What follows belongs to an exercise in optimizing a design on an open flow for small area, a short achievable clock period and few clock cycles per item; a production flow would make more cautious choices. Where RTL was checked, it was by simulation tests only, not by an equivalence proof against the original. For runs 1 to 4, only the layout was checked, not whether the RTL still works.

==> flow/design.v (outline; a module is shown in full before it is edited, if it fits) <==
// module hmm_viterbi_decoder: 173 lines
// module mul16hi: 1148 lines
// module vfa: 4 lines
module hmm_viterbi_decoder #(
  parameter int DATA_PREC       = 16,
  parameter int HIDDEN_STATES   = 4,
  parameter int OBSERVED_STATES = 4,
  parameter int OBSERVED_LEN    = 16,
  localparam int SW = (HIDDEN_STATES > 1) ? $clog2(HIDDEN_STATES) : 1,
  localparam int OW = (OBSERVED_STATES > 1) ? $clog2(OBSERVED_STATES) : 1
) (
  input  logic                 clk,
  input  logic                 rst,
  input  logic [HIDDEN_STATES*HIDDEN_STATES*DATA_PREC-1:0]   trans,
  input  logic [HIDDEN_STATES*OBSERVED_STATES*DATA_PREC-1:0] emm,
  input  logic [HIDDEN_STATES*DATA_PREC-1:0]                 stationary_distribution,
  input  logic                 in_valid,
  output logic                 in_ready,
  input  logic [OW-1:0]        in_obs,
  output logic                 out_valid,
  input  logic                 out_ready,
  output logic [SW-1:0]        out_state,
  output logic                 out_last,
  output logic [DATA_PREC-1:0] out_prob
);
  // ...
==> flow/flow/run.sh <==
#!/bin/bash
# Layout flow: the standard ORFS flow (standard.sh), with
#  - port buffers of the smallest plain buffer instead of the default delay buffer,
#  - repair_timing asked for extra setup slack so that the layout is sized for speed
#    (the clock and constraints are the design's; only the repair target changes).
set -euo pipefail
source flow/params.sh
bash standard.sh \
  "BUFFER_PORTS_ARGS=-buffer_cell sky130_fd_sc_hd__buf_1" \
  "SETUP_SLACK_MARGIN=${MARGIN}" \
  finish > flow_make.log 2>&1
==> flow/flow/params.sh <==
MARGIN=18.5
==> flow/standard.sh <==
#!/bin/bash
# synth_recipe.tcl (not shown) runs the flow's synth.tcl, then flattens the netlist and writes it again
# the make line also repeats each setting of config.mk as NAME=value (left out here)
make -C /OpenROAD-flow-scripts/flow DESIGN_CONFIG=/design/flow/config.mk WORK_HOME=/design/flow/orfs CLKGATE_MAP_FILE= SYNTH_SCRIPT=/design/flow/synth_recipe.tcl "${@:-finish}"
==> flow/config.mk <==
export PLATFORM = sky130hd
export DESIGN_NAME = hmm_viterbi_decoder
export DESIGN_NICKNAME = hmm_viterbi_decoder
export VERILOG_FILES = /design/flow/design.v
export SDC_FILE = /design/flow/constraint.sdc
export NUM_CORES = 4
export LEC_CHECK = 0
export ABC_CLOCK_PERIOD_IN_PS = 5500
export CAP_MARGIN = 20
export CORE_MARGIN = 2
export CORE_UTILIZATION = 40
export SLEW_MARGIN = 20
export SYNTH_HIERARCHICAL = 1
==> flow/constraint.sdc <==
create_clock -name core_clock -period 24.0 [get_ports {clk}]
set_input_delay 4.8000 -clock core_clock [delete_from_list [all_inputs] [get_ports {clk}]]
set_output_delay 4.8000 -clock core_clock [all_outputs]
set_load 0.01 [all_outputs]
==> impl_metrics.ini, run 1 <==
[finish]
postLayoutCellArea_um2 = 63550
final-seq-area_um2 = 10000
multi_input_area_share_pct = 68.96
signal_buffers = 851
multi_input_area_um2 = 43820
seq_area_share_pct = 15.74
most-common-layout-cells = 1396 x nand2_1, 1023 x fa_1, 579 x buf_1
drive_above_1_share_pct = 18.54
antenna_cells = 10
signal_buffer_area_fraction_pct = 8.547

[cts]
cts_buffers = 50
clock-root-buffer = clkbuf_16
clkLatencyLatePin_ns = 0.67

[min_path]
hold_path.class = register to register
hp-start = m_q[3]$_DFF_P_

[grt]
grtUsageTotal_pct = 28.55
gr-usage-met3_pct = 6.037

[critical_path]
crit_end = out_prob[12]
timing.rr.start = d_q[4]$_DFF_P_
worstSetupStartpoint = prob_q[12]$_DFFE_PP_
cp-end-kind = output pin
required_ns = 19.20
crit_type = register to output pin
slowest_stage = edfxtp_1
critPathMaxStageDelay_ns = 0.43

[yosys]
synth_fa_ha_area_share_pct = 44.68
yosysMostFrequentCell = nand2_1
yosys-mux-area-fraction_pct = 10.10
synthCells = 5044
synth_top_cell_area_share_pct = 39.03
synth-compound-area-share_pct = 8.260
synth-seq-cells = 393
synth_top_family_by_area = adder cells

[drt]
met2_length_mm = 91.62
drt_iter0_markers = 3753
top_layer = met5

[placed_design]
place.port_buffers = 602
place_ws_ns = 17.38
hpwl_mm = 137.8

[sta]
fin_skew_ns = 0.07101
fin_tns_setup_ns = 0
hold_viol_final = 0

[status]
status = no timing/DRC/antenna violations
==> module hmm_viterbi_decoder, before the edit <==
module hmm_viterbi_decoder #(
  parameter int DATA_PREC       = 16,
  parameter int HIDDEN_STATES   = 4,
  parameter int OBSERVED_STATES = 4,
  parameter int OBSERVED_LEN    = 16,
  localparam int SW = (HIDDEN_STATES > 1) ? $clog2(HIDDEN_STATES) : 1,
  localparam int OW = (OBSERVED_STATES > 1) ? $clog2(OBSERVED_STATES) : 1
) (
  input  logic                 clk,
  input  logic                 rst,
  input  logic [HIDDEN_STATES*HIDDEN_STATES*DATA_PREC-1:0]   trans,
  input  logic [HIDDEN_STATES*OBSERVED_STATES*DATA_PREC-1:0] emm,
  input  logic [HIDDEN_STATES*DATA_PREC-1:0]                 stationary_distribution,
  input  logic                 in_valid,
  output logic                 in_ready,
  input  logic [OW-1:0]        in_obs,
  output logic                 out_valid,
  input  logic                 out_ready,
  output logic [SW-1:0]        out_state,
  output logic                 out_last,
  output logic [DATA_PREC-1:0] out_prob
);
  localparam int DP = DATA_PREC;
  typedef enum logic [1:0] {S_WAIT, S_RUN, S_OUT} state_t;
  state_t     state_q;
  logic [2:0] ph_q;
  logic [3:0] t_q;
  logic       full_q;        
  logic [1:0] obs_q;
  logic       in_ready_q, out_valid_q, out_last_q;
  wire run    = (state_q == S_RUN);
  wire last_f = (t_q == 4'd15);
  wire accept = in_valid & in_ready_q;
  wire out_hs = out_valid_q & out_ready;
  logic [DP-1:0] a_q, b_q, d_q;
  logic [3:0][DP-1:0] tr_q, p_q, m_q;
  logic [3:0][1:0]    bpc_q;
  logic [DP-1:0] prob_q;
  logic [1:0]    st_q;
  logic [14:1][3:0][1:0] bp_q;
  wire fold_en    = run & ~last_f & (ph_q >= 3'd2);
  wire fold_first = run & ~last_f & (ph_q == 3'd2);
  wire [1:0] src  = ph_q[1:0] - 2'd2;    
  logic [3:0][DP-1:0] fold_res;
  logic [3:0][1:0]    fold_bp;
  always_comb begin
    for (int k = 0; k < 4; k++) begin
      fold_res[k] = m_q[k];
      fold_bp[k]  = bpc_q[k];
      if (fold_first) begin
        fold_res[k] = p_q[k];
        fold_bp[k]  = 2'd0;
      end else if (fold_en && (p_q[k] > m_q[k])) begin
        fold_res[k] = p_q[k];
        fold_bp[k]  = src;
      end
    end
  end
  logic [1:0] jn;       
  always_comb begin
    case (ph_q)
      3'd0: jn = 2'd1;
      3'd1: jn = 2'd2;
      3'd2: jn = 2'd3;
      default: jn = 2'd0;
    endcase
    if (!run) jn = 2'd0;
  end
  logic [DP-1:0] a_n;
  always_comb begin
    a_n = fold_res[0];
    if (run) begin
      case (ph_q)
        3'd0: a_n = m_q[1];
        3'd1: a_n = m_q[2];
        3'd2: a_n = m_q[3];
        default: a_n = fold_res[0];
      endcase
    end
  end
  logic [DP-1:0] em_y;
  logic [3:0][DP-1:0] tr_y;
  mul16hi u_em (.a(a_q), .b(b_q), .y(em_y));
  for (genvar k = 0; k < 4; k++) begin : g_tr
    mul16hi u_tr (.a(d_q), .b(tr_q[k]), .y(tr_y[k]));
  end
  always_ff @(posedge clk) begin
    a_q <= a_n;
    b_q <= emm[({jn, obs_q})*DP +: DP];
    d_q <= em_y;
    for (int k = 0; k < 4; k++) begin
      tr_q[k] <= trans[({ph_q[1:0], 2'(k)})*DP +: DP];
      p_q[k]  <= tr_y[k];
      m_q[k]  <= (state_q == S_WAIT && t_q == 4'd0) ? stationary_distribution[k*DP +: DP] : fold_res[k];
      bpc_q[k] <= fold_bp[k];
    end
    if (run && last_f && ph_q >= 3'd1 && ph_q <= 3'd4) begin
      if (ph_q == 3'd1 || d_q > prob_q) begin
        prob_q <= d_q;
        st_q   <= ph_q[1:0] - 2'd1;
      end
    end else if (out_hs) begin
      if (t_q == 4'd15) st_q <= bpc_q[st_q];
      else if (t_q != 4'd0) st_q <= bp_q[t_q][st_q];
    end
    if (run && ph_q == 3'd0 && t_q != 4'd0 && !last_f)
      bp_q[t_q] <= bpc_q;
  end
  assign out_state = st_q;
  assign out_prob  = prob_q;
  assign out_valid = out_valid_q;
  assign out_last  = out_last_q;
  assign in_ready  = in_ready_q;
  state_t     state_d;
  logic [2:0] ph_d;
  logic [3:0] t_d;
  logic       full_d;
  always_comb begin
    state_d = state_q;
    ph_d    = ph_q;
    t_d     = t_q;
    full_d  = full_q;
    if (run && ph_q == 3'd2) full_d = 1'b0;    
    if (accept) full_d = 1'b1;
    case (state_q)
      S_WAIT: begin
        if (full_q) begin
          state_d = S_RUN;
          ph_d    = 3'd0;
        end
      end
      S_RUN: begin
        ph_d = ph_q + 3'd1;
        if (last_f && ph_q == 3'd4) begin
          state_d = S_OUT;
        end else if (ph_q == 3'd5) begin
          t_d  = t_q + 4'd1;
          ph_d = 3'd0;
          if (!full_q) state_d = S_WAIT;
        end
      end
      S_OUT: begin
        if (out_hs) begin
          if (t_q == 4'd0) state_d = S_WAIT;
          else t_d = t_q - 4'd1;
        end
      end
      default: state_d = S_WAIT;
    endcase
  end
  always_ff @(posedge clk or posedge rst) begin
    if (rst) begin
      state_q     <= S_WAIT;
      ph_q        <= 3'd0;
      t_q         <= 4'd0;
      full_q      <= 1'b0;
      in_ready_q  <= 1'b1;
      out_valid_q <= 1'b0;
      out_last_q  <= 1'b0;
    end else begin
      state_q     <= state_d;
      ph_q        <= ph_d;
      t_q         <= t_d;
      full_q      <= full_d;
      in_ready_q  <= ~full_d & ~(state_d == S_OUT) & ~(state_d == S_RUN && t_d == 4'd15);
      out_valid_q <= (state_d == S_OUT);
      out_last_q  <= (state_d == S_OUT) && (t_d == 4'd0);
    end
  end
  always_ff @(posedge clk) begin
    if (accept) obs_q <= in_obs;
  end
endmodule
==> run 2: changes to the inputs <==
--- a/flow/design.v
+++ b/flow/design.v
@@ -23,2 +23,5 @@
   localparam int DP = DATA_PREC;
+  function automatic logic [DP-1:0] tr_at(input int i, input int k);
+    tr_at = trans[(i*4 + k)*DP +: DP];
+  endfunction
   typedef enum logic [1:0] {S_WAIT, S_RUN, S_OUT} state_t;
@@ -28,4 +31,7 @@
   logic       full_q;        
+  logic       cont_q;        
+  logic       abort_q;       
   logic [1:0] obs_q;
   logic       in_ready_q, out_valid_q, out_last_q;
+  logic       bpw_q;         
   wire run    = (state_q == S_RUN);
@@ -34,11 +40,34 @@
   wire out_hs = out_valid_q & out_ready;
-  logic [DP-1:0] a_q, b_q, d_q;
-  logic [3:0][DP-1:0] tr_q, p_q, m_q;
+  logic [DP-1:0] a_q, b_q, d_q, x1_q, x2_q;
+  logic [2:0][DP-1:0] tr_q, p_q;
+  logic [3:0][DP-1:0] m_q;
   logic [3:0][1:0]    bpc_q;
-  logic [DP-1:0] prob_q;
   logic [1:0]    st_q;
   logic [14:1][3:0][1:0] bp_q;
-  wire fold_en    = run & ~last_f & (ph_q >= 3'd2);
-  wire fold_first = run & ~last_f & (ph_q == 3'd2);
-  wire [1:0] src  = ph_q[1:0] - 2'd2;    
+  logic [DP-1:0] em_y;
+  logic [2:0][DP-1:0] tr_y;
+  mul16hi u_em (.a(a_q), .b(b_q), .y(em_y));
+  mul16hi u_m0 (.a(d_q), .b(tr_q[0]), .y(tr_y[0]));
+  mul16hi u_m1 (.a(x1_q), .b(tr_q[1]), .y(tr_y[1]));
+  mul16hi u_m2 (.a(x2_q), .b(tr_q[2]), .y(tr_y[2]));
+  wire amax = run & last_f & ~abort_q & (ph_q >= 3'd1) & (ph_q <= 3'd4);   
+  logic [3:0] fen_q, ffirst_q;
+  logic       s0d_q, s1p0_q, s2p1_q, s3p0_q;    
+  logic [3:0][1:0]    f_idx;
+  logic [3:0][DP-1:0] f_p;
+  always_comb begin
+    f_idx = '0;
+    case (ph_q)
+      3'd0: begin f_idx[1] = 2'd3; f_idx[2] = 2'd3; f_idx[3] = 2'd2; end
+      3'd1: begin f_idx[3] = 2'd3; end
+      3'd3: begin f_idx[0] = 2'd1; f_idx[1] = 2'd1; end
+      3'd4: begin f_idx[0] = 2'd2; f_idx[2] = 2'd1; f_idx[3] = 2'd1; end
+      3'd5: begin f_idx[0] = 2'd3; f_idx[1] = 2'd2; f_idx[2] = 2'd2; end
+      default: ;
+    endcase
+    f_p[0] = s0d_q  ? d_q    : p_q[0];
+    f_p[1] = s1p0_q ? p_q[0] : p_q[1];
+    f_p[2] = s2p1_q ? p_q[1] : p_q[2];
+    f_p[3] = s3p0_q ? p_q[0] : p_q[2];
+  end
   logic [3:0][DP-1:0] fold_res;
@@ -49,8 +78,5 @@
       fold_bp[k]  = bpc_q[k];
-      if (fold_first) begin
-        fold_res[k] = p_q[k];
-        fold_bp[k]  = 2'd0;
-      end else if (fold_en && (p_q[k] > m_q[k])) begin
-        fold_res[k] = p_q[k];
-        fold_bp[k]  = src;
+      if (ffirst_q[k] || (fen_q[k] && (f_p[k] > m_q[k]))) begin
+        fold_res[k] = f_p[k];
+        fold_bp[k]  = f_idx[k];
       end
@@ -70,33 +96,42 @@
   always_comb begin
-    a_n = fold_res[0];
-    if (run) begin
-      case (ph_q)
-        3'd0: a_n = m_q[1];
-        3'd1: a_n = m_q[2];
-        3'd2: a_n = m_q[3];
-        default: a_n = fold_res[0];
-      endcase
-    end
+    case (ph_q)
+      3'd0: a_n = fold_res[1];
+      3'd1: a_n = m_q[2];
+      3'd2: a_n = m_q[3];
+      default: a_n = fold_res[0];
+    endcase
+    if (!run) a_n = (t_q == 4'd0) ? stationary_distribution[0 +: DP] : fold_res[0];
   end
-  logic [DP-1:0] em_y;
-  logic [3:0][DP-1:0] tr_y;
-  mul16hi u_em (.a(a_q), .b(b_q), .y(em_y));
-  for (genvar k = 0; k < 4; k++) begin : g_tr
-    mul16hi u_tr (.a(d_q), .b(tr_q[k]), .y(tr_y[k]));
+  logic [2:0][DP-1:0] tr_n;
+  always_comb begin
+    case (ph_q)
+      3'd0: tr_n = {tr_at(0, 2), tr_at(0, 1), tr_at(0, 0)};    
+      3'd1: tr_n = {tr_at(0, 3), tr_at(1, 1), tr_at(1, 0)};    
+      3'd2: tr_n = {tr_at(1, 3), tr_at(1, 2), tr_at(2, 0)};    
+      3'd3: tr_n = {tr_at(2, 2), tr_at(2, 1), tr_at(3, 0)};    
+      3'd4: tr_n = {tr_at(2, 3), tr_at(3, 2), tr_at(3, 1)};    
+      default: tr_n = {tr_at(2, 3), tr_at(3, 2), tr_at(3, 3)};  
+    endcase
   end
+  wire amax_take = ffirst_q[0] | (f_p[0] > m_q[0]);
   always_ff @(posedge clk) begin
     a_q <= a_n;
-    b_q <= emm[({jn, obs_q})*DP +: DP];
-    d_q <= em_y;
+    b_q <= emm[({jn, (jn == 2'd0 && !full_q) ? in_obs : obs_q})*DP +: DP];
+    if (run && ph_q <= 3'd3) d_q <= em_y;
+    x1_q <= (ph_q <= 3'd1) ? em_y : d_q;
+    if (run) begin
+      case (ph_q)
+        3'd0: x2_q <= em_y;
+        3'd1, 3'd2, 3'd3: x2_q <= d_q;
+        default: ;
+      endcase
+    end
+    tr_q <= tr_n;
+    p_q  <= tr_y;
     for (int k = 0; k < 4; k++) begin
-      tr_q[k] <= trans[({ph_q[1:0], 2'(k)})*DP +: DP];
-      p_q[k]  <= tr_y[k];
-      m_q[k]  <= (state_q == S_WAIT && t_q == 4'd0) ? stationary_distribution[k*DP +: DP] : fold_res[k];
-      bpc_q[k] <= fold_bp[k];
+      m_q[k]   <= (state_q == S_WAIT && t_q == 4'd0) ? stationary_distribution[k*DP +: DP] : fold_res[k];
+      if (k != 0 || !amax) bpc_q[k] <= fold_bp[k];
     end
-    if (run && last_f && ph_q >= 3'd1 && ph_q <= 3'd4) begin
-      if (ph_q == 3'd1 || d_q > prob_q) begin
-        prob_q <= d_q;
-        st_q   <= ph_q[1:0] - 2'd1;
-      end
+    if (amax) begin
+      if (amax_take) st_q <= ph_q[1:0] - 2'd1;
     end else if (out_hs) begin
@@ -105,3 +140,3 @@
     end
-    if (run && ph_q == 3'd0 && t_q != 4'd0 && !last_f)
+    if (bpw_q)
       bp_q[t_q] <= bpc_q;
@@ -109,3 +144,3 @@
   assign out_state = st_q;
-  assign out_prob  = prob_q;
+  assign out_prob  = m_q[0];
   assign out_valid = out_valid_q;
@@ -116,3 +151,3 @@
   logic [3:0] t_d;
-  logic       full_d;
+  logic       full_d, cont_d, abort_d;
   always_comb begin
@@ -122,2 +157,4 @@
     full_d  = full_q;
+    cont_d  = cont_q;
+    abort_d = abort_q;
     if (run && ph_q == 3'd2) full_d = 1'b0;    
@@ -126,5 +163,7 @@
       S_WAIT: begin
-        if (full_q) begin
+        if (full_q || accept) begin
           state_d = S_RUN;
           ph_d    = 3'd0;
+          cont_d  = 1'b0;
+          abort_d = 1'b0;
         end
@@ -133,8 +172,11 @@
         ph_d = ph_q + 3'd1;
-        if (last_f && ph_q == 3'd4) begin
+        if (ph_q == 3'd1 && abort_q) begin
+          state_d = S_WAIT;
+        end else if (last_f && ph_q == 3'd4) begin
           state_d = S_OUT;
         end else if (ph_q == 3'd5) begin
-          t_d  = t_q + 4'd1;
-          ph_d = 3'd0;
-          if (!full_q) state_d = S_WAIT;
+          t_d     = t_q + 4'd1;
+          ph_d    = 3'd0;
+          cont_d  = 1'b1;
+          abort_d = ~(full_q | accept);
         end
@@ -150,4 +192,49 @@
   end
+  logic [3:0] fen_d, ffirst_d;
+  logic       s0d_d, s1p0_d, s2p1_d, s3p0_d;
+  always_comb begin
+    logic run_n, cur_n, prev_n, amax_n;
+    run_n  = (state_d == S_RUN);
+    cur_n  = run_n & (t_d != 4'd15);
+    prev_n = run_n & cont_d;
+    amax_n = run_n & (t_d == 4'd15) & ~abort_d & (ph_d >= 3'd1) & (ph_d <= 3'd4);
+    fen_d = '0; ffirst_d = '0;
+    s1p0_d = 1'b0; s2p1_d = 1'b0; s3p0_d = 1'b0;
+    case (ph_d)
+      3'd0: begin
+        fen_d[1] = prev_n; s1p0_d = 1'b1;
+        fen_d[2] = prev_n; s2p1_d = 1'b1;
+        fen_d[3] = prev_n;
+      end
+      3'd1: begin
+        fen_d[3] = prev_n; s3p0_d = 1'b1;
+      end
+      3'd2: begin
+        fen_d[2:0] = {3{cur_n}}; ffirst_d[2:0] = {3{cur_n}};
+      end
+      3'd3: begin
+        fen_d[0] = cur_n; fen_d[1] = cur_n;
+        fen_d[3] = cur_n; ffirst_d[3] = cur_n;
+      end
+      3'd4: begin
+        fen_d[0] = cur_n; fen_d[2] = cur_n; s2p1_d = 1'b1;
+        fen_d[3] = cur_n;
+      end
+      3'd5: begin
+        fen_d[0] = cur_n; fen_d[1] = cur_n; fen_d[2] = cur_n;
+      end
+      default: ;
+    endcase
+    s0d_d = amax_n;
+    if (amax_n) begin
+      fen_d[0]    = 1'b1;
+      ffirst_d[0] = (ph_d == 3'd1);
+    end
+  end
   always_ff @(posedge clk or posedge rst) begin
     if (rst) begin
+      fen_q       <= '0;
+      ffirst_q    <= '0;
+      {s0d_q, s1p0_q, s2p1_q, s3p0_q} <= '0;
+      bpw_q       <= 1'b0;
       state_q     <= S_WAIT;
@@ -156,2 +243,4 @@
       full_q      <= 1'b0;
+      cont_q      <= 1'b0;
+      abort_q     <= 1'b0;
       in_ready_q  <= 1'b1;
@@ -160,2 +249,6 @@
     end else begin
+      fen_q       <= fen_d;
+      ffirst_q    <= ffirst_d;
+      {s0d_q, s1p0_q, s2p1_q, s3p0_q} <= {s0d_d, s1p0_d, s2p1_d, s3p0_d};
+      bpw_q       <= (state_d == S_RUN) && (ph_d == 3'd2) && (t_d != 4'd0) && (t_d != 4'd15);
       state_q     <= state_d;
@@ -164,2 +257,4 @@
       full_q      <= full_d;
+      cont_q      <= cont_d;
+      abort_q     <= abort_d;
       in_ready_q  <= ~full_d & ~(state_d == S_OUT) & ~(state_d == S_RUN && t_d == 4'd15);
==> flow/flow/params.sh (replaced) <==
MARGIN=17.5
--- a/flow/config.mk
+++ b/flow/config.mk
@@ -11,2 +11,3 @@
 export CORE_UTILIZATION = 40
+export CTS_BUF_LIST = sky130_fd_sc_hd__clkbuf_4
 export SLEW_MARGIN = 20
==> impl_metrics.ini, run 2 <==
[cts]
h-tree-depth = 3
cts_buffers = 115
clock-root-buffer = clkbuf_4
clkLatencyLatePin_ns = 1.04
cts_buffer_depth = 3
holdBufCountCts = 0
clk_pin_slew_worst_paths_ns = 0.07
clock-sinks = 391
cts_tree = built

[finish]
fin_cells = 6893
largest_reg_flops = 112
layout_commonest_cell = nand2_1
reg.largest.list = bp_q x112, m_q x64
most-common-layout-cells = 1219 x nand2_1, 840 x fa_1, 586 x buf_1
drive_above_1_share_pct = 13.72
postLayoutCellArea_um2 = 54250
regMostFlops = bp_q
fin_nets = 6777
syn2layout_area_growth_pct = 11.04

[critical_path]
timing.rr.start = x2_q[1]$_DFFE_PP_
crit_fanout = 2
slowest_stage = edfxtp_1
worst_setup_path_start_kind = register
timing.rr.end = p_q[43]$_DFF_P_
required_ns = 19.20
path_cells = buf_12 -> buf_6
cp-end-kind = output pin
crit_type = register to output pin
cp_data_arrival_time_ns = 1.74
reg2reg_depth = 14
critPathMaxStageDelay_ns = 0.44
rrSetupSlack_ns = 17.69

[placed_design]
hpwl_mm = 131.8
dp.cells = 6654
gp_congestion = 0.9876
placed_area_um2 = 52370
place.port_buffers = 602
place_ws_ns = 16.34

[yosys]
synth.distinct_cells = 93
yosysMostFrequentCell = nand2_1
yosysSeqAreaShare_pct = 20.15
syn_area_um2 = 48850
synthCells = 4719
ys.flop_type = edfxtp_1
synth_top_cell_by_area = fa_1
synth_top_cell_area_share_pct = 34.42
synthArstFlopShare_pct = 6.905
synth-edff-count = 188
avgSynthCellArea_um2 = 10.35
ys.warnings.count = 7
synth_area_leaders = fa_1 34%, edfxtp_1 12%, nand2_1 9.4%, dfxtp_1 7.2%, mux2_2 5.1%
synth-seq-cells = 391
synthTopCellsByCount = 1220 x nand2_1, 840 x fa_1, 354 x clkbuf_1

[drt]
drcViolationCount = 0
drt-pass1-iter-count = 8
post_drt_via_cell_ratio = 5.840
drt_iter0_markers = 3810
num_vias = 40254
routed_wl_mm = 173.3
ant_nets = 0
wl_per_cell_um = 25.14

[grt]
grt_pass1_vias = 41886
grt_max_degree = 76
grt-ovfl-total = 0
grt_pass1_wl_mm = 259.9
grtUsageTotal_pct = 27.44
antenna_found_initial = 24

[sta]
fin_ws_ns = 17.46
max_freq_ghz = 0.1529
tightestPinTransition_ns = 0.9774
setup_viol = 0
fin_tns_setup_ns = 0
fin_crit_ns = 6.541
hold_viol_final = 0
rsz0062_at_grt = yes
slew_violations = 0
fin_skew_ns = 0.1281
finalCritPeriodShare_pct = 27.26
slew_headroom_pct = 33.16

[min_path]
whs_endpoint = full_q$_DFF_PP0_
min_delay_path_depth = 1
hp-start = full_q$_DFF_PP0_
hold_path.class = register to register

[status]
status = no timing/DRC/antenna violations

[floorplan]
core_region_area_um2 = 121600
die-area_um2 = 124900
initial_utilization_pct = 40.19
pin_count = 603
rows = 128
die_x_um = 353.5
die_y_um = 353.5

[job]
max-cap-violations = 0
==> run 2: cell count changes after synthesis, sizes merged, moves of 39 or more <==
cell    delta
nand2    -201
a31oi     -60
clkbuf    -42
ha        -43
mux4      -55
mux2      +73
buf       +39
fa       -210
a22oi    +126
==> run 2: cell type report <==
type | count | area (µm²)
Antenna cell | 14 | 35.03
Inverter | 105 | 394.1
Timing Repair Buffer | 685 | 3039
Clock inverter | 44 | 272.8
Fill cell | 11673 | 67310
Tap cell | 1625 | 2033
Sequential cell | 391 | 9897
Multi-Input combinational cell | 3857 | 37290
Clock buffer | 172 | 1291
==> run 2: through the flow <==
stage / util [%] / hold slack (ns)
floorplan: - / 0.4999
global route: 44.61 / 0.5902
finish: 44.63 / 0.5592
detailed placement: 43.08 / 0.5465
CTS: 44.56 / 0.5630
global placement: 43.08 / 0.5417
==> run 2: worst max path at each step <==
stage	from	end	slack [ns]	cells past startpoint
after floorplan	in_valid	fen_q[0]$_DFF_PP0_	17.56	9
after global placement	in_obs[0]	b_q[12]$_DFF_P_	16.40	6
after detailed placement	in_obs[0]	b_q[9]$_DFF_P_	16.34	6
after CTS	st_q[1]$_DFFE_PP_	out_state[1]	17.37	2
after global routing	st_q[0]$_DFFE_PP_	out_state[0]	17.33	2
final	st_q[0]$_DFFE_PP_	out_state[0]	17.46	2
==> run 2: metal layers <==
metal | wire (µm) | GRT usage, % | vias up
li1 | - | - | 17193
met1 | 73660 | 38.59 | 20665
met2 | 76690 | 41.38 | 2088
met3 | 18100 | 7.737 | 296
met4 | 4732 | 7.813 | 12
met5 | 79 | 0 | -
==> run 2: critical path: cells and delay by family (launching register included) <==
kind                   cells  cell delay (ns)
buffers and inverters      2             0.27
flip-flops                 1             0.44
==> run 2: Yosys stat by module (local to each module, per instance) <==
module,cells inside,times used
hmm_viterbi_decoder,1855,1
mul16hi,506,4
vfa,1,840
==> run 2: logic make-up (layout without fill, tap and decap cells) <==
kind of cell	Yosys count	in the layout	synth area share, %
and+or+nand+nor	1542	1542	13.08
adders and majority gates	1040	1040	39.54
AOI/OAI and AO/OA	809	809	11.59
buffers and inverters	527	1006	4.221
DFF	391	391	20.15
muxes	345	345	10.30
xor gates and xnor gates	61	61	1.094
other	4	74	0.03072
==> run 2: timing repair <==
item,in CTS,in global routing
resized for setup,54,24
setup endpoints to repair,26,29
gates cloned,2,0
buffers inserted,7,0
==> run 3: changes to the inputs <==
==> flow/flow/params.sh (replaced) <==
MARGIN=18.0
--- a/flow/config.mk
+++ b/flow/config.mk
@@ -11,3 +11,2 @@
 export CORE_UTILIZATION = 40
-export CTS_BUF_LIST = sky130_fd_sc_hd__clkbuf_4
 export SLEW_MARGIN = 20
==> impl_metrics.ini, run 3 <==
[floorplan]
die_x_um = 353.5
core_region_area_um2 = 121600
initial_utilization_pct = 40.19
rows = 128
die_y_um = 353.5
pin_count = 603
die-area_um2 = 124900

[yosys]
synth_xor_area_share_pct = 1.094
synth_top_cell_area_share_pct = 34.42
synthArstFlopShare_pct = 6.905
synth_fa_ha_area_share_pct = 39.54
synth-edff-count = 188
ys.flop_type = edfxtp_1
avgSynthCellArea_um2 = 10.35
ys.warnings.count = 7
syn_area_um2 = 48850
synth-compound-area-share_pct = 11.59
yosysSeqAreaShare_pct = 20.15
synthCells = 4719
synthTopCellsByCount = 1220 x nand2_1, 840 x fa_1, 354 x clkbuf_1
synth_top_family_by_area = adder cells
synth-simple-area-share_pct = 13.08
synth_area_leaders = fa_1 34%, edfxtp_1 12%, nand2_1 9.4%, dfxtp_1 7.2%, mux2_2 5.1%
synth_top_cell_by_area = fa_1
yosysMostFrequentCell = nand2_1
yosys-mux-area-fraction_pct = 10.30
synth-seq-cells = 391
synth.distinct_cells = 93

[critical_path]
worst_setup_path_start_kind = register
crit_fanout = 2
timing.rr.start = b_q[10]$_DFF_P_
reg2reg_depth = 17
rrSetupSlack_ns = 18.15
worstSetupStartpoint = in_ready_q$_DFF_PP1_
timing.rr.end = x2_q[15]$_DFFE_PP_
slowest_stage = dfstp_2
cp-end-kind = output pin
crit_type = register to output pin
cp_top_family = flip-flops
cp.depth = 1
critPathBufInv = 1
path_cells = buf_6
required_ns = 19.20
critPathMaxStageDelay_ns = 0.55
cp_data_arrival_time_ns = 1.32
crit_end = in_ready

[grt]
grt_pass1_wl_mm = 259.6
grt-ovfl-total = 0
grtUsageTotal_pct = 27.44
grt_max_degree = 91
antenna_found_initial = 28
grt_pass1_vias = 41425

[placed_design]
hpwl_mm = 131.6
gp_congestion = 0.9624
placed_area_um2 = 52390
place.port_buffers = 602

[cts]
clk_pin_slew_worst_paths_ns = 0.06
clkLatencyLatePin_ns = 0.67
cts_tree = built
holdBufCountCts = 0
clock-root-buffer = clkbuf_16
h-tree-depth = 2
cts_buffer_depth = 3
cts_buffers = 49
clock-sinks = 391

[drt]
num_vias = 40038
routed_wl_mm = 174.1
ant_nets = 0
drcViolationCount = 0
wl_per_cell_um = 25.57
drt_iter0_markers = 3900
drt-pass1-iter-count = 5
post_drt_via_cell_ratio = 5.881

[finish]
layout_commonest_cell = nand2_1
largest_reg_flops = 112
drive_above_1_share_pct = 14.24
fin_nets = 6755
most-common-layout-cells = 1218 x nand2_1, 840 x fa_1, 582 x buf_1
reg.largest.list = bp_q x112, m_q x64
regMostFlops = bp_q
syn2layout_area_growth_pct = 12.95
postLayoutCellArea_um2 = 55180

[sta]
finalCritPeriodShare_pct = 25.52
hold_viol_final = 0
fin_skew_ns = 0.04451
slew_violations = 0
max_freq_ghz = 0.1633
rsz0062_at_grt = yes
tightestPinTransition_ns = 1.046
fin_crit_ns = 6.124
slew_headroom_pct = 28.44
fin_tns_setup_ns = 0
setup_viol = 0

[min_path]
hp-start = full_q$_DFF_PP0_
hold_path.class = register to register

[status]
status = no timing/DRC/antenna violations

[job]
max-cap-violations = 0
-- run 3: cell counts after synthesis --
Identical to the previous run, type by type.
-- run 3: area by class of cell --
cell class / count / area, µm²
diodes: 9 / 22.52
multi-input cells: 3857 / 37490
fillers: 11420 / 66380
repair buffers: 729 / 3467
flip-flops and latches: 391 / 10030
clock buffers: 62 / 1369
clock inverters: 30 / 365.4
well taps: 1625 / 2033
inverters: 105 / 397.9
-- run 3: per-module statistics from Yosys, one instance, submodules excluded --
module	cell area, µm²	cells	flip-flops and latches
hmm_viterbi_decoder	21940	1855	391
mul16hi	2525	506	0
vfa	20.02	1	0
-- run 3: cell families (layout without fill, tap and decap cells) --
family / after synthesis / after routing
multiplexers: 345 / 345
adder cells (fa/ha/maj): 1040 / 1040
AO/OA/AOI/OAI: 809 / 809
XOR/XNOR: 61 / 61
other: 4 / 69
flip-flops: 391 / 391
buffers and inverters: 527 / 926
AND/OR/NAND/NOR: 1542 / 1542
-- run 3: repair_timing --
action,in CTS,in global routing
gates resized for setup,138,80
buffers inserted,26,28
cloned,0,0
setup endpoints to repair,91,56
pin swaps,1,7
-- run 3: worst min-delay path by stage --
stage	end	slack [ns]	cells past startpoint
final	full_q$_DFF_PP0_	0.56	1
after global routing	bp_q[95]$_DFFE_PP_	0.57	1
after CTS	bp_q[92]$_DFFE_PP_	0.56	1
after detailed placement	bp_q[92]$_DFFE_PP_	0.55	1
after global placement	bp_q[95]$_DFFE_PP_	0.54	1
after floorplan	cont_q$_DFF_PP0_	0.50	2
-- run 3: metrics by stage --
| stage | hold WS, ns | instances | util (%) | worst slack [ns] |
|---|---|---|---|---|
| global placement | 0.5424 | 6653 | 43.10 | 16.49 |
| detailed placement | 0.5496 | 6653 | 43.10 | 16.49 |
| CTS | 0.5643 | 6771 | 44.93 | 17.83 |
| global route | 0.5700 | 6800 | 45.38 | 17.83 |
| finish | 0.5622 | 6808 | 45.39 | 17.88 |
| floorplan | 0.4999 | 4775 | - | 17.79 |
-- run 3: routing by layer --
layer	GRT usage [%]	routed length (µm)	share of wire [%]
met4	7.643	4718	2.7
met2	41.04	76780	44
met5	0	129	0.074
met3	7.784	18580	11
met1	38.92	73860	42
==> run 4: changes to the inputs <==
--- a/flow/config.mk
+++ b/flow/config.mk
@@ -11,2 +11,4 @@
 export CORE_UTILIZATION = 40
+export CTS_CLUSTER_DIAMETER = 60
+export CTS_CLUSTER_SIZE = 30
 export SLEW_MARGIN = 20
==> impl_metrics.ini, run 4 <==
[status]
status = no timing/DRC/antenna violations

[sta]
setup_viol = 0
finalCritPeriodShare_pct = 25.64
fin_skew_ns = 0.07005
tightestPinTransition_ns = 1.049
rsz0062_at_grt = yes
max_freq_ghz = 0.1625
hold_viol_final = 0
slew_violations = 0
fin_tns_setup_ns = 0
fin_crit_ns = 6.154
slew_headroom_pct = 28.25

[yosys]
synthArstFlopShare_pct = 6.905
syn_area_um2 = 48850
avgSynthCellArea_um2 = 10.35
yosys-mux-area-fraction_pct = 10.30
synth_top_cell_by_area = fa_1
synth_fa_ha_area_share_pct = 39.54
synth-simple-area-share_pct = 13.08
synth-seq-cells = 391
synthCells = 4719
synthTopCellsByCount = 1220 x nand2_1, 840 x fa_1, 354 x clkbuf_1
synth_top_family_by_area = adder cells
yosysSeqAreaShare_pct = 20.15
synth-compound-area-share_pct = 11.59
synth.distinct_cells = 93
ys.warnings.count = 7
synth_area_leaders = fa_1 34%, edfxtp_1 12%, nand2_1 9.4%, dfxtp_1 7.2%, mux2_2 5.1%
yosysMostFrequentCell = nand2_1
synth_top_cell_area_share_pct = 34.42
ys.flop_type = edfxtp_1
synth_xor_area_share_pct = 1.094
synth-edff-count = 188

[cts]
clock-sinks = 391
clock-root-buffer = clkbuf_16
clkLatencyLatePin_ns = 0.68
cts_tree = built
cts_buffers = 44
clk_pin_slew_worst_paths_ns = 0.08
cts_buffer_depth = 3
h-tree-depth = 2

[floorplan]
die_x_um = 353.5
initial_utilization_pct = 40.19
core_region_area_um2 = 121600
pin_count = 603
die_y_um = 353.5
die-area_um2 = 124900
rows = 128

[critical_path]
cp.depth = 1
crit_type = register to output pin
slowest_stage = dfstp_2
cp_data_arrival_time_ns = 1.35
worst_setup_path_start_kind = register
required_ns = 19.20
cp-end-kind = output pin
critPathMaxStageDelay_ns = 0.56
critPathBufInv = 1
crit_fanout = 2
reg2reg_depth = 17
cp_top_family = flip-flops
path_cells = buf_6

[finish]
fin_nets = 6756
regMostFlops = bp_q
syn2layout_area_growth_pct = 12.95
final-seq-area_um2 = 10010
fillers = 11420
drive_above_1_share_pct = 14.24
reg.largest.list = bp_q x112, m_q x64
largest_reg_flops = 112
layout_commonest_cell = nand2_1
multi_input_area_um2 = 37470
most-common-layout-cells = 1218 x nand2_1, 840 x fa_1, 582 x buf_1

[drt]
drt_iter0_markers = 3907
post_drt_via_cell_ratio = 5.888
drcViolationCount = 0
num_vias = 40054
drt-pass1-iter-count = 5
routed_wl_mm = 173.3
ant_nets = 0
wl_per_cell_um = 25.48

[grt]
grtUsageTotal_pct = 27.36
grt-ovfl-total = 0
grt_max_degree = 91
antenna_found_initial = 27
grt_pass1_wl_mm = 258.8
grt_pass1_vias = 41357

[placed_design]
hpwl_mm = 131.6
gp_congestion = 0.9624
place.port_buffers = 602

[job]
max-cap-violations = 0

[min_path]
hold_path.class = register to register
min_delay_path_depth = 1
[run 4: cell families after synthesis]
logic type                 count (synthesis)
DFF                                      391
xor gates and xnor gates                  61
muxes                                    345
adders and majority gates               1040
other                                      4
and+or+nand+nor                         1542
AOI/OAI and AO/OA                        809
buffers and inverters                    527
[run 4: final timing paths]
| check | to | slack (ns) | from |
|---|---|---|---|
| worst max-delay path | in_ready | 17.85 | in_ready_q$_DFF_PP1_ |
| max in group asynchronous | bpw_q$_DFF_PP0_ | 19.39 | rst |
| min in group asynchronous | out_valid_q$_DFF_PP0_ | 4.16 | rst |
| worst max register to register | x2_q[15]$_DFFE_PP_ | 18.11 | b_q[11]$_DFF_P_ |
| worst min register to register | full_q$_DFF_PP0_ | 0.57 | full_q$_DFF_PP0_ |
| worst min-delay path | full_q$_DFF_PP0_ | 0.57 | full_q$_DFF_PP0_ |
[run 4: routing by layer]
layer | global-route usage (%) | vias up | wire (µm)
met5 | 0 | - | 91
met4 | 8.272 | 14 | 5309
met3 | 7.345 | 304 | 18970
met2 | 40.74 | 2022 | 75800
met1 | 39.00 | 20656 | 73170
li1 | - | 17058 | -
[run 4: per-stage QoR]
stage	util (%)	hold slack, ns	cells	cell area [µm²]	worst slack [ns]
2_1_floorplan	-	0.4999	4775	49170	17.79
3_3_place_gp	43.10	0.5424	6653	52390	16.49
3_5_place_dp	43.10	0.5496	6653	52390	16.49
4_1_cts	44.96	0.5698	6769	54650	17.81
5_1_grt	45.38	0.5880	6796	55160	17.82
6_report	45.39	0.5685	6803	55180	17.85
[run 4: per-module statistics from Yosys (local to each module, per instance)]
module	cells inside	copies in the design	flip-flops and latches	cell area (µm²)
hmm_viterbi_decoder	1855	1	391	21940
mul16hi	506	4	0	2525
vfa	1	840	0	20.02
[run 4: area by class of cell]
class | instances | area share (%)
Antenna cell | 8 | 0.03628
Clock buffer | 45 | 2.002
Multi-Input combinational cell | 3857 | 67.91
Inverter | 105 | 0.7211
Timing Repair Buffer | 735 | 6.460
Clock inverter | 37 | 1.043
Sequential cell | 391 | 18.14
Tap cell | 1625 | 3.685
[run 4: repair_timing]
| action | CTS | global route |
|---|---|---|
| pin swaps | 1 | 5 |
| gates resized for setup | 146 | 66 |
| buffers inserted | 34 | 26 |
| setup endpoints to repair | 87 | 53 |
| hold buffers | 0 | 0 |
==> run 5: changes to the inputs <==
--- a/flow/design.v
+++ b/flow/design.v
@@ -35,3 +35,2 @@
   logic       in_ready_q, out_valid_q, out_last_q;
-  logic       bpw_q;         
   wire run    = (state_q == S_RUN);
@@ -52,5 +51,6 @@
   mul16hi u_m2 (.a(x2_q), .b(tr_q[2]), .y(tr_y[2]));
+  wire cur  = run & ~last_f;    
+  wire prev = run & cont_q;     
   wire amax = run & last_f & ~abort_q & (ph_q >= 3'd1) & (ph_q <= 3'd4);   
-  logic [3:0] fen_q, ffirst_q;
-  logic       s0d_q, s1p0_q, s2p1_q, s3p0_q;    
+  logic [3:0]         f_en, f_first;
   logic [3:0][1:0]    f_idx;
@@ -58,15 +58,41 @@
   always_comb begin
-    f_idx = '0;
+    f_en = '0; f_first = '0; f_idx = '0;
+    f_p[0] = p_q[0];
+    f_p[1] = p_q[1];
+    f_p[2] = p_q[2];
+    f_p[3] = p_q[2];
     case (ph_q)
-      3'd0: begin f_idx[1] = 2'd3; f_idx[2] = 2'd3; f_idx[3] = 2'd2; end
-      3'd1: begin f_idx[3] = 2'd3; end
-      3'd3: begin f_idx[0] = 2'd1; f_idx[1] = 2'd1; end
-      3'd4: begin f_idx[0] = 2'd2; f_idx[2] = 2'd1; f_idx[3] = 2'd1; end
-      3'd5: begin f_idx[0] = 2'd3; f_idx[1] = 2'd2; f_idx[2] = 2'd2; end
+      3'd0: begin
+        f_en[1] = prev; f_idx[1] = 2'd3; f_p[1] = p_q[0];
+        f_en[2] = prev; f_idx[2] = 2'd3; f_p[2] = p_q[1];
+        f_en[3] = prev; f_idx[3] = 2'd2;
+      end
+      3'd1: begin
+        f_en[3] = prev; f_idx[3] = 2'd3; f_p[3] = p_q[0];
+        f_first[0] = amax;
+      end
+      3'd2: begin
+        f_en[2:0] = {3{cur}}; f_first[2:0] = {3{cur}};
+      end
+      3'd3: begin
+        f_en[0] = cur; f_idx[0] = 2'd1;
+        f_en[1] = cur; f_idx[1] = 2'd1;
+        f_en[3] = cur; f_first[3] = cur;
+      end
+      3'd4: begin
+        f_en[0] = cur; f_idx[0] = 2'd2;
+        f_en[2] = cur; f_idx[2] = 2'd1; f_p[2] = p_q[1];
+        f_en[3] = cur; f_idx[3] = 2'd1;
+      end
+      3'd5: begin
+        f_en[0] = cur; f_idx[0] = 2'd3;
+        f_en[1] = cur; f_idx[1] = 2'd2;
+        f_en[2] = cur; f_idx[2] = 2'd2;
+      end
       default: ;
     endcase
-    f_p[0] = s0d_q  ? d_q    : p_q[0];
-    f_p[1] = s1p0_q ? p_q[0] : p_q[1];
-    f_p[2] = s2p1_q ? p_q[1] : p_q[2];
-    f_p[3] = s3p0_q ? p_q[0] : p_q[2];
+    if (amax) begin
+      f_en[0] = 1'b1;
+      f_p[0]  = d_q;
+    end
   end
@@ -78,3 +104,3 @@
       fold_bp[k]  = bpc_q[k];
-      if (ffirst_q[k] || (fen_q[k] && (f_p[k] > m_q[k]))) begin
+      if (f_first[k] || (f_en[k] && (f_p[k] > m_q[k]))) begin
         fold_res[k] = f_p[k];
@@ -102,3 +128,3 @@
     endcase
-    if (!run) a_n = (t_q == 4'd0) ? stationary_distribution[0 +: DP] : fold_res[0];
+    if (!run) a_n = fold_res[0];
   end
@@ -115,12 +141,14 @@
   end
-  wire amax_take = ffirst_q[0] | (f_p[0] > m_q[0]);
+  wire amax_take = f_first[0] | (f_p[0] > m_q[0]);
   always_ff @(posedge clk) begin
     a_q <= a_n;
-    b_q <= emm[({jn, (jn == 2'd0 && !full_q) ? in_obs : obs_q})*DP +: DP];
+    b_q <= emm[({jn, obs_q})*DP +: DP];
     if (run && ph_q <= 3'd3) d_q <= em_y;
-    x1_q <= (ph_q <= 3'd1) ? em_y : d_q;
     if (run) begin
       case (ph_q)
-        3'd0: x2_q <= em_y;
-        3'd1, 3'd2, 3'd3: x2_q <= d_q;
+        3'd0: begin x1_q <= em_y; x2_q <= em_y; end
+        3'd1: x1_q <= em_y;
+        3'd2: x2_q <= d_q;
+        3'd3: begin x1_q <= d_q; x2_q <= d_q; end
+        3'd4: x1_q <= d_q;
         default: ;
@@ -140,3 +168,3 @@
     end
-    if (bpw_q)
+    if (run && ph_q == 3'd2 && t_q != 4'd0 && !last_f)
       bp_q[t_q] <= bpc_q;
@@ -163,3 +191,3 @@
       S_WAIT: begin
-        if (full_q || accept) begin
+        if (full_q) begin
           state_d = S_RUN;
@@ -180,3 +208,3 @@
           cont_d  = 1'b1;
-          abort_d = ~(full_q | accept);
+          abort_d = ~full_q;
         end
@@ -192,49 +220,4 @@
   end
-  logic [3:0] fen_d, ffirst_d;
-  logic       s0d_d, s1p0_d, s2p1_d, s3p0_d;
-  always_comb begin
-    logic run_n, cur_n, prev_n, amax_n;
-    run_n  = (state_d == S_RUN);
-    cur_n  = run_n & (t_d != 4'd15);
-    prev_n = run_n & cont_d;
-    amax_n = run_n & (t_d == 4'd15) & ~abort_d & (ph_d >= 3'd1) & (ph_d <= 3'd4);
-    fen_d = '0; ffirst_d = '0;
-    s1p0_d = 1'b0; s2p1_d = 1'b0; s3p0_d = 1'b0;
-    case (ph_d)
-      3'd0: begin
-        fen_d[1] = prev_n; s1p0_d = 1'b1;
-        fen_d[2] = prev_n; s2p1_d = 1'b1;
-        fen_d[3] = prev_n;
-      end
-      3'd1: begin
-        fen_d[3] = prev_n; s3p0_d = 1'b1;
-      end
-      3'd2: begin
-        fen_d[2:0] = {3{cur_n}}; ffirst_d[2:0] = {3{cur_n}};
-      end
-      3'd3: begin
-        fen_d[0] = cur_n; fen_d[1] = cur_n;
-        fen_d[3] = cur_n; ffirst_d[3] = cur_n;
-      end
-      3'd4: begin
-        fen_d[0] = cur_n; fen_d[2] = cur_n; s2p1_d = 1'b1;
-        fen_d[3] = cur_n;
-      end
-      3'd5: begin
-        fen_d[0] = cur_n; fen_d[1] = cur_n; fen_d[2] = cur_n;
-      end
-      default: ;
-    endcase
-    s0d_d = amax_n;
-    if (amax_n) begin
-      fen_d[0]    = 1'b1;
-      ffirst_d[0] = (ph_d == 3'd1);
-    end
-  end
   always_ff @(posedge clk or posedge rst) begin
     if (rst) begin
-      fen_q       <= '0;
-      ffirst_q    <= '0;
-      {s0d_q, s1p0_q, s2p1_q, s3p0_q} <= '0;
-      bpw_q       <= 1'b0;
       state_q     <= S_WAIT;
@@ -249,6 +232,2 @@
     end else begin
-      fen_q       <= fen_d;
-      ffirst_q    <= ffirst_d;
-      {s0d_q, s1p0_q, s2p1_q, s3p0_q} <= {s0d_d, s1p0_d, s2p1_d, s3p0_d};
-      bpw_q       <= (state_d == S_RUN) && (ph_d == 3'd2) && (t_d != 4'd0) && (t_d != 4'd15);
       state_q     <= state_d;
==> flow/flow/params.sh (replaced) <==
MARGIN=17.5
--- a/flow/config.mk
+++ b/flow/config.mk
@@ -11,4 +11,2 @@
 export CORE_UTILIZATION = 40
-export CTS_CLUSTER_DIAMETER = 60
-export CTS_CLUSTER_SIZE = 30
 export SLEW_MARGIN = 20
==> impl_metrics.ini, run 5 <==
[yosys]
synth_area_leaders = fa_1 34%, edfxtp_1 13%, nand2_1 9.4%, dfxtp_1 6.6%, ha_1 5.3%
ys.flop_type = edfxtp_1
avgSynthCellArea_um2 = 10.40
yosysMostFrequentCell = nand2_1
synthCells = 4694
synth_top_cell_area_share_pct = 34.46
synthTopCellsByCount = 1227 x nand2_1, 840 x fa_1, 353 x clkbuf_1
synth.distinct_cells = 86
synthArstFlopShare_pct = 3.958
ys.warnings.count = 7
synth-edff-count = 204
syn_area_um2 = 48800
synth-seq-cells = 379
yosysSeqAreaShare_pct = 19.89
synth_top_cell_by_area = fa_1

[finish]
syn2layout_area_growth_pct = 10.55
layout_commonest_cell = nand2_1
drive_above_1_share_pct = 10.26
most-common-layout-cells = 1226 x nand2_1, 840 x fa_1, 602 x buf_1
reg.largest.list = bp_q x112, m_q x64
regMostFlops = bp_q
fin_nets = 6683
largest_reg_flops = 112

[drt]
drt-pass1-iter-count = 7
num_vias = 39638
routed_wl_mm = 170.9
post_drt_via_cell_ratio = 5.895
drcViolationCount = 0
ant_nets = 0
wl_per_cell_um = 25.42
drt_iter0_markers = 3547

[job]
max-cap-violations = 0

[grt]
grt_max_degree = 79
grt-ovfl-total = 0
grtUsageTotal_pct = 26.99
grt_pass1_vias = 40880
grt_pass1_wl_mm = 256.8
antenna_found_initial = 20

[sta]
fin_tns_setup_ns = 0
fin_skew_ns = 0.04235
hold_viol_final = 0
fin_ws_ns = 17.68
setup_viol = 0
slew_violations = 0
fin_crit_ns = 6.324
max_freq_ghz = 0.1581
rsz0062_at_grt = no
finalCritPeriodShare_pct = 26.35
slew_headroom_pct = 23.85
tightestPinTransition_ns = 1.140

[critical_path]
crit_fanout = 39
cp_data_arrival_time_ns = 6.83
crit_type = register to register
worst_setup_path_start_kind = register
cp-end-kind = register
required_ns = 24.50

[cts]
clkLatencyLatePin_ns = 0.64
holdBufCountCts = 0
h-tree-depth = 2
cts_buffers = 48
cts_buffer_depth = 3
clk_pin_slew_worst_paths_ns = 0.06
clock-sinks = 379
clock-root-buffer = clkbuf_16
cts_tree = built

[placed_design]
hpwl_mm = 129.4
place.port_buffers = 602
gp_congestion = 0.9413
place_ws_ns = 17.58

[floorplan]
die_x_um = 353.3
rows = 128
pin_count = 603
initial_utilization_pct = 40.20
die-area_um2 = 124800
core_region_area_um2 = 121400
die_y_um = 353.3

[min_path]
hold_path.class = register to register

[status]
status = no timing/DRC/antenna violations
## run 5: Yosys stat by module (local to each module, per instance)
| module | times used | cells inside |
|---|---|---|
| mul16hi | 4 | 517 |
| hmm_viterbi_decoder | 1 | 1786 |
| vfa | 840 | 1 |
## run 5: cell families (layout without fill, tap and decap cells)
| group | after synthesis | in the layout | synth area share, % |
|---|---|---|---|
| AOI/OAI and AO/OA | 745 | 745 | 10.99 |
| xor gates and xnor gates | 72 | 72 | 1.323 |
| adders and majority gates | 1046 | 1046 | 39.74 |
| buffers and inverters | 538 | 883 | 4.413 |
| DFF | 379 | 379 | 19.89 |
| muxes | 336 | 336 | 9.956 |
| other | 4 | 64 | 0.03076 |
| and+or+nand+nor | 1574 | 1574 | 13.66 |
## run 5: through the flow
stage                     hold WS [ns]  std cells  area, µm²  util [%]
after floorplan                 0.5204       4750      49010         -
after global placement          0.5421       6613      52080     42.90
after detailed placement        0.5502       6613      52080     42.90
after CTS                       0.5675       6703      53730     44.26
after global routing            0.5812       6722      53940     44.44
final                           0.5624       6724      53950     44.44
## run 5: worst max-delay path, stage by stage (launching register included)
cell	delay (ns)
dfrtp_1	0.46
inv_1	0.18
ha_2	0.91
nor2b_4	1.07
buf_4	0.57
mux2_2	0.42
ha_1	0.32
a21oi_1	0.17
o21a_1	0.14
o211ai_1	0.08
a211oi_1	0.28
o31a_2	0.81
mux2_2	0.30
a21oi_1	0.07
a21oi_1	0.36
## run 5: routing by layer
| layer | share of wire, % | wire (µm) | global-route usage, % | vias to the layer above |
|---|---|---|---|---|
| met5 | 0.048 | 82 | 0 | - |
| met1 | 42 | 71920 | 38.20 | 20591 |
| met2 | 45 | 77230 | 41.57 | 2017 |
| li1 | - | - | - | 16787 |
| met4 | 2.4 | 4021 | 6.443 | 14 |
| met3 | 10 | 17640 | 6.796 | 229 |
## run 5: worst paths after layout
| check | startpoint | end | slack, ns | depth (start not counted) |
|---|---|---|---|---|
| hold / removal | bp_q[34]$_DFFE_PP_ | bp_q[34]$_DFFE_PP_ | 0.56 | 1 |
| setup / recovery | ph_q[1]$_DFFE_PP0P_ | a_q[3]$_DFF_P_ | 17.68 | 14 |
| min in group asynchronous | rst | state_q[0]$_DFF_PP0_ | 4.29 | 2 |
| max in group asynchronous | rst | ph_q[1]$_DFFE_PP0P_ | 19.30 | 2 |
| hold reg to reg | bp_q[34]$_DFFE_PP_ | bp_q[34]$_DFFE_PP_ | 0.56 | 1 |
| setup reg to reg | ph_q[1]$_DFFE_PP0P_ | a_q[3]$_DFF_P_ | 17.68 | 14 |
## run 5: timing repair
action                     4_1_cts  5_1_grt
buffers inserted                 0       17
setup endpoints to repair        0       42
gates resized for setup          0       18
## run 5: final cells by class
cell class | instances | area (µm²)
timing repair buffer | 673 | 2855
multi-input combinational | 3833 | 37230
clock buffer | 65 | 1379
fill | 11603 | 67450
antenna | 4 | 10.01
clock inverter | 25 | 266.5
inverter | 120 | 450.4
tap | 1625 | 2033
sequential | 379 | 9728
Testbench counts of run 5, summed over its fixed seeds: cycles 28,928, sequences 256.

[static timing again, ports no longer ideal]
The flow's constraints put no driver on any port. The routed layouts listed below were extracted and timed again, unchanged, in two steps.
Step 1, drivers: a clkbuf_16 drives clk and a buf_2 each remaining input, both assumed.
Step 2 also shifts input and output timing later by t, the mid clock arrival at the registers, as if the neighbouring blocks saw the same clock.
Slacks: ideal / step 1 / step 2; pairs: ideal / step 1.
| run | t (ns) | setup WS [ns] | worst data-port slew with drivers (ns) |
|---|---|---|---|
| run 1 | 0.712 | 17.813 / 17.737 / 17.859 | 0.22 |
| run 2 | 1.048 | 17.458 / 17.386 / 16.736 | 0.22 |
| run 3 | 0.720 | 17.876 / 17.804 / 17.339 | 0.23 |
| run 4 | 0.715 | 17.846 / 17.776 / 17.396 | 0.23 |
| run 5 | 0.690 | 17.676 / 17.676 / 17.594 | 0.19 |
After both steps every run listed still meets setup and hold. The setup slack of run 2, which loses most, moves by -0.072 ns with the drivers and by -0.722 ns with both steps.
